From an optimization exercise on the open Yosys and OpenROAD flow, aimed at small area; shortcuts taken in it are not production practice.
The RTL was checked by simulation tests, not by an equivalence proof against the original design.
Power figures rest on the tool's default switching activity, not on a simulated workload.

==> flow/design.v <==
package conn_mgr_pkg;
    typedef enum logic {
        CONN_CLOSED = 1'b0,
        CONN_OPEN   = 1'b1
    } conn_status_e;
    typedef enum logic {
        OP_CLOSE = 1'b0,
        OP_OPEN  = 1'b1
    } cm_op_e;
    typedef enum logic [1:0] {
        ERR_OK           = 2'd0,
        ERR_ID_WRONG     = 2'd1,
        ERR_ALREADY_OPEN = 2'd2,
        ERR_IS_CLOSED    = 2'd3
    } cm_err_e;
endpackage
`timescale 1ns/1ps
module conn_manager_top (
    input  logic                          clk,
    input  logic                          reset,
    input  logic                          initialize,
    output logic                          initialized,
    input  logic                          cmd_valid,
    output logic                          cmd_ready,
    input  logic                          cmd_open,
    input  logic [32-1:0]  cmd_conn_id,
    input  logic [32-1:0]       cmd_dest_ip,
    input  logic [16-1:0]     cmd_dest_port,
    output logic                          status_valid,
    input  logic                          status_ready,
    output logic [32-1:0]  status_conn_id,
    output conn_mgr_pkg::cm_err_e         status_err,
    input  logic                          rpc_in_valid,
    input  logic [32-1:0]  rpc_in_conn_id,
    input  logic [64-1:0]  rpc_in_payload,
    output logic                          rpc_out_valid,
    output logic [32-1:0]  rpc_out_conn_id,
    output logic [64-1:0]  rpc_out_payload,
    output logic [32-1:0]       rpc_out_dest_ip,
    output logic [16-1:0]     rpc_out_dest_port,
    output logic                          error
);
    localparam int AW = 4;
    localparam int NE = 2**AW;
    localparam int DW = 32 + 16;
    localparam int NR = NE / 2;
    logic           sweeping;
    logic [AW-1:0]  sweep_addr;
    always_ff @(posedge clk) begin
        if (reset) begin
            sweeping    <= 1'b0;
            sweep_addr  <= '0;
            initialized <= 1'b0;
        end else if (sweeping) begin
            sweep_addr <= sweep_addr + 1'b1;
            if (&sweep_addr) begin
                sweeping    <= 1'b0;
                initialized <= 1'b1;
            end
        end else if (initialize) begin
            sweeping    <= 1'b1;
            initialized <= 1'b0;
        end
    end
    typedef enum logic [1:0] {ST_IDLE, ST_CHECK, ST_REPORT} exec_state_e;
    logic                          op_valid, op_valid_nx;
    logic                          d_open;
    logic                          d_in_range;
    logic                          d_st;
    logic [32-1:0]  d_id;
    logic [DW-1:0]                 d_dest;
    logic [AW-1:0]                 d_addr;
    logic                          cmd_accept;
    logic                          cmd_in_range;
    logic                          cmd_st;
    exec_state_e                   state, state_nx;
    logic [32-1:0]  e_id;
    logic [1:0]                    e_err;
    logic                          capture;
    logic [1:0]                    cap_err;
    logic                          st_we;
    logic                          res_valid;
    logic                          res_ready;
    logic [NE-1:0]                 st, st_nx;
    assign cmd_ready  = initialized && !op_valid;
    assign cmd_accept = cmd_valid && cmd_ready;
    always_comb begin
        if (reset) begin
            op_valid_nx = 1'b0;
        end else if (cmd_accept) begin
            op_valid_nx = 1'b1;
        end else if (state == ST_IDLE) begin
            op_valid_nx = 1'b0;
        end else begin
            op_valid_nx = op_valid;
        end
    end
    always_comb begin
        state_nx = state;
        if (reset) begin
            state_nx = ST_IDLE;
        end else begin
            case (state)
                ST_IDLE: begin
                    if (op_valid) begin
                        state_nx = d_in_range ? ST_CHECK : ST_REPORT;
                    end
                end
                ST_CHECK: state_nx = ST_REPORT;
                default: begin
                    if (res_ready) begin
                        state_nx = ST_IDLE;
                    end
                end
            endcase
        end
    end
    always_ff @(posedge clk) begin
        op_valid <= op_valid_nx;
        state    <= state_nx;
    end
    assign st_we = (state == ST_CHECK) && (e_err == 2'd0);
    always_comb begin
        for (int i = 0; i < NE; i++) begin
            if (sweeping) begin
                st_nx[i] = 1'b0;
            end else if (st_we && (e_id[AW-1:0] == AW'(i))) begin
                st_nx[i] = !st[i];
            end else begin
                st_nx[i] = st[i];
            end
        end
    end
    always_ff @(posedge clk) begin
        st <= st_nx;
    end
    assign cmd_in_range = ~|cmd_conn_id[32-1:AW];
    assign cmd_st       = st_nx[cmd_conn_id[AW-1:0]];
    always_ff @(posedge clk) begin
        if (cmd_accept) begin
            d_open     <= cmd_open;
            d_in_range <= cmd_in_range;
            d_st       <= cmd_st;
            d_id       <= cmd_conn_id;
            d_dest     <= {cmd_dest_ip, cmd_dest_port};
        end
    end
    assign d_addr  = d_id[AW-1:0];
    assign capture = op_valid && (state == ST_IDLE);
    assign cap_err = !d_in_range     ? 2'd1 :
                     (d_st == d_open) ? {1'b1, !d_open} : 2'd0;
    always_ff @(posedge clk) begin
        if (capture) begin
            e_id  <= d_id;
            e_err <= cap_err;
        end
    end
    assign res_valid = (state == ST_REPORT);
    assign res_ready = !status_valid;
    always_ff @(posedge clk) begin
        if (reset) begin
            status_valid <= 1'b0;
        end else if (res_valid && res_ready) begin
            status_valid <= 1'b1;
        end else if (status_ready) begin
            status_valid <= 1'b0;
        end
    end
    always_ff @(posedge clk) begin
        if (res_valid && res_ready) begin
            status_conn_id <= e_id;
            status_err     <= conn_mgr_pkg::cm_err_e'(e_err);
        end
    end
    logic               ph, ph_nx;
    logic               lo_nx;
    logic [AW-1:0]      addr_nx;
    logic               wr_slot_nx;
    logic [NR-1:0]      ring_we;
    logic [NR-1:0]      ring_hold;
    logic [DW-1:0]      slot0 [0:NR-1];
    logic [DW-1:0]      slot1 [0:NR-1];
    assign ph_nx = reset ? 1'b0 : !ph;
    always_ff @(posedge clk) begin
        ph <= ph_nx;
    end
    assign lo_nx   = cmd_accept ? (cmd_open && cmd_in_range && !cmd_st) :
                                  (d_open && d_in_range && !d_st);
    assign addr_nx = cmd_accept ? cmd_conn_id[AW-1:0] : d_addr;
    assign wr_slot_nx = ((op_valid_nx && (state_nx == ST_IDLE)) || (state_nx == ST_CHECK)) &&
                        lo_nx && (addr_nx[0] != ph_nx);
    always_ff @(posedge clk) begin
        for (int r = 0; r < NR; r++) begin
            ring_we[r]   <= wr_slot_nx && (addr_nx[AW-1:1] == (AW-1)'(r));
            ring_hold[r] <= !(wr_slot_nx && (addr_nx[AW-1:1] == (AW-1)'(r)));
        end
    end
    for (genvar r = 0; r < NR; r++) begin : g_ring
        always_ff @(posedge clk) begin
            slot1[r] <= slot0[r];
            slot0[r] <= ({DW{ring_we[r]}} & d_dest) | ({DW{ring_hold[r]}} & slot1[r]);
        end
    end
    logic                   in_range;
    logic                   in_open;
    logic                   s1_ok;
    logic                   s1_closed;
    logic [AW-1:0]          s1_addr;
    logic [AW-1:0]          s2_addr;
    logic [64-1:0] s1_payload;
    logic [DW-1:0]          rd_dest;
    assign in_range = ~|rpc_in_conn_id[32-1:AW];
    assign in_open  = st[rpc_in_conn_id[AW-1:0]];
    always_ff @(posedge clk) begin
        if (reset) begin
            s1_ok         <= 1'b0;
            s1_closed     <= 1'b0;
            rpc_out_valid <= 1'b0;
            error         <= 1'b0;
        end else begin
            s1_ok         <= rpc_in_valid && in_range && in_open;
            s1_closed     <= rpc_in_valid && in_range && !in_open;
            rpc_out_valid <= s1_ok;
            if ((rpc_in_valid && !in_range) || s1_closed) begin
                error <= 1'b1;
            end
        end
    end
    logic [NE-1:0]          rd_sel;
    always_ff @(posedge clk) begin
        s1_addr         <= rpc_in_conn_id[AW-1:0];
        s1_payload      <= rpc_in_payload;
        s2_addr         <= s1_addr;
        rpc_out_payload <= s1_payload;
        for (int p = 0; p < NE; p++) begin
            rd_sel[p] <= ({s1_addr[AW-1:1], s1_addr[0] ^ !ph} == AW'(p));
        end
    end
    always_comb begin
        rd_dest = '0;
        for (int r = 0; r < NR; r++) begin
            rd_dest = rd_dest | ({DW{rd_sel[2*r]}} & slot0[r]) | ({DW{rd_sel[2*r+1]}} & slot1[r]);
        end
    end
    assign rpc_out_conn_id   = {{(32-AW){1'b0}}, s2_addr};
    assign rpc_out_dest_ip   = rd_dest[DW-1:16];
    assign rpc_out_dest_port = rd_dest[16-1:0];
endmodule
export LEC_CHECK = 0
export CAP_MARGIN = 20
export CORE_MARGIN = 2
export CORE_UTILIZATION = 75
export SLEW_MARGIN = 20
create_clock -name core_clock -period 5.0 [get_ports {clk}]
standard.sh (not shown) runs the stock make flow with config.mk's settings and CLKGATE_MAP_FILE= SYNTH_SCRIPT=/design/flow/synth_recipe.tcl, a recipe that flattens the netlist after the stock synthesis.
==> flow/flow/run.sh <==
#!/bin/bash
set -euo pipefail
export BUFFER_PORTS_ARGS="-buffer_cell sky130_fd_sc_hd__buf_1"
export CTS_ARGS="-sink_clustering_enable -repair_clock_nets -dont_use_dummy_load -sink_clustering_size 16 -sink_clustering_max_diameter 50 -buf_list sky130_fd_sc_hd__clkbuf_8"
bash standard.sh floorplan > flow_floorplan.log 2>&1
RES=orfs/results/$FLOW_PLATFORM/conn_manager_top/base LIB=$FLOW_HOME/platforms/sky130hd/lib/sky130_fd_sc_hd__tt_025C_1v80.lib \
  openroad -no_init -exit flow/restructure.tcl > restructure.log 2>&1
bash standard.sh finish > flow.log 2>&1
==> flow/flow/restructure.tcl <==
# Area-driven re-mapping of the combinational logic of the floorplanned
# netlist (registers untouched), written back in place for placement.
set res $::env(RES)
read_liberty $::env(LIB)
read_db $res/2_floorplan.odb
read_sdc $res/2_floorplan.sdc
source $::env(FLOW_HOME)/platforms/sky130hd/setRC.tcl
report_design_area
file mkdir rmp_work
restructure -target area -liberty_file $::env(LIB) \
  -tielo_port sky130_fd_sc_hd__conb_1/LO -tiehi_port sky130_fd_sc_hd__conb_1/HI \
  -work_dir rmp_work -abc_logfile rmp_work/abc.log
report_design_area
write_db $res/2_floorplan.odb
Then changed:
==> flow/flow/run.sh (replaced) <==
#!/bin/bash
set -euo pipefail
export BUFFER_PORTS_ARGS="-buffer_cell sky130_fd_sc_hd__buf_1"
export CTS_ARGS="-sink_clustering_enable -repair_clock_nets -dont_use_dummy_load -sink_clustering_size 16 -sink_clustering_max_diameter 50 -buf_list sky130_fd_sc_hd__clkbuf_8"
bash standard.sh finish > flow.log 2>&1
Settings changed: CORE_UTILIZATION 75 to 65, CTS_CLUSTER_DIAMETER set to 80, CTS_CLUSTER_SIZE set to 30.
removed: flow/flow/restructure.tcl
What happened:
- sequential power came out lower by about 0.4%
- clock power went up by about 4%
- core utilization shrinks by 11 points
- total power is lower by 0.81%
- setup slack gains 0.38 ns
- area after synthesis stays the same
- final area came out lower by 0.35%
- combinational power drops by 57%
- critical path depth is unchanged
- flip-flop and latch count does not change
Then changed:
==> flow/flow/run.sh (replaced) <==
#!/bin/bash
set -euo pipefail
export BUFFER_PORTS_ARGS="-buffer_cell sky130_fd_sc_hd__buf_1"
bash standard.sh finish > flow.log 2>&1
Settings changed: CORE_UTILIZATION 65 to 40.
The new run finished with timing, DRC and antenna clean.
Synthesized cell count stays the same.
Via count went up by 0.32%.
Register-to-register slack stays flat.
Fmax decreases by 3.8%.
Die area increases by 61%.
Critical path depth stays the same.
Routed wire length rose by 13%.
Power came out higher by 4.6%.
Sequential power stays flat.
Setup slack is worse by 0.15 ns.
Non-clock buffer count rises by 38.


## red
Starts from the design.v that is shown in full above.
clock: 5.0 ns
lec_check: 0
cap_margin: 20
core_margin: 2
core_utilization: 80
slew_margin: 20
==> flow/flow/run.sh <==
#!/bin/bash
set -euo pipefail
export BUFFER_PORTS_ARGS="-buffer_cell sky130_fd_sc_hd__buf_1"
export CTS_ARGS="-sink_clustering_enable -repair_clock_nets -dont_use_dummy_load -sink_clustering_size 19 -sink_clustering_max_diameter 60 -buf_list sky130_fd_sc_hd__clkbuf_8"
bash standard.sh finish > flow.log 2>&1
The flow did not stop early for red: all stages ran, and the layout cleared the timing, DRC and antenna checks.
### red -> blue
# red
export LEC_CHECK = 0
export CAP_MARGIN = 20
export CORE_MARGIN = 2
export CORE_UTILIZATION = 80
export SLEW_MARGIN = 20
create_clock -name core_clock -period 5.0 [get_ports {clk}]
# blue
export LEC_CHECK = 0
export CAP_MARGIN = 20
export CORE_MARGIN = 2
export CORE_UTILIZATION = 75
export SLEW_MARGIN = 20
create_clock -name core_clock -period 5.0 [get_ports {clk}]
Findings:
Wire length of the first global-routing pass: blue vs red down 0.92%. Every run in the comparison, red and blue, completed the flow with a clean layout. For the arrival time of the worst setup path, blue came in 0.05 ns lower than red did. Lower combined global-route utilization of all metal layers was reported by blue, not red. Diff red -> blue: post-CTS clock slew at the launch and capture registers of the worst setup and hold paths stayed essentially flat; share of power burned in registers stayed essentially flat. blue has more setup slack than red. [compare] base=red new=blue: maximum vdd drop higher; overall power was more or less identical.
Input-level comparison between green and blue:
# blue
export LEC_CHECK = 0
export CAP_MARGIN = 20
export CORE_MARGIN = 2
export CORE_UTILIZATION = 75
export SLEW_MARGIN = 20
create_clock -name core_clock -period 5.0 [get_ports {clk}]
# green
export LEC_CHECK = 0
export CAP_MARGIN = 20
export CORE_MARGIN = 2
export CORE_UTILIZATION = 65
export CTS_CLUSTER_DIAMETER = 80
export CTS_CLUSTER_SIZE = 30
export SLEW_MARGIN = 20
create_clock -name core_clock -period 5.0 [get_ports {clk}]
==> flow/flow/run.sh <==
#!/bin/bash
set -euo pipefail
export BUFFER_PORTS_ARGS="-buffer_cell sky130_fd_sc_hd__buf_1"
export CTS_ARGS="-sink_clustering_enable -repair_clock_nets -dont_use_dummy_load -sink_clustering_size 30 -sink_clustering_max_diameter 60 -buf_list \"sky130_fd_sc_hd__clkbuf_8 sky130_fd_sc_hd__clkbuf_16\""
bash standard.sh finish > flow.log 2>&1
==> run notes <==
- Cell area (green over blue): increase, 460 um^2
- Worst hold-check slack ended up 0.0064 ns lower on green than on blue.
- green ran to completion and came out clean on the timing, DRC and antenna checks.
- green reports its launching instance or port of the critical path as rd_sel[2] while blue reports rd_sel[6].
- The final reports for green and blue show fraction of power spent switching nets lower in the former.

-- what the ideal ports hide --
Ports are ideal in the flow. The routed layouts listed here were re-timed in OpenROAD. Step 1, drivers: a clkbuf_16 drives clk and a buf_2 each remaining input, both assumed. Step 2, shift: input delay + t, output delay - t, t = (earliest + latest rising clock arrival at the registers) / 2. This alone moves slack from input paths to output paths. Three values: no drivers, after step 1, after step 2; two values: the first two.
run | t, ns | setup WS [ns] | pins driven straight from the clock port
the first run of note 1 | 0.738 | 0.795 / 0.738 / 1.276 | 1
the second run of note 1 | 0.742 | 1.170 / 1.116 / 1.698 | 1
the third run of note 1 | 0.695 | 1.020 / 0.957 / 1.652 | 1
red | 0.720 | 1.130 / 1.077 / 1.702 | 1
blue | 0.728 | 1.182 / 1.130 / 1.614 | 1
green | 0.684 | 1.264 / 1.202 / 1.671 | 1
After both steps setup and hold are still met in every run listed.
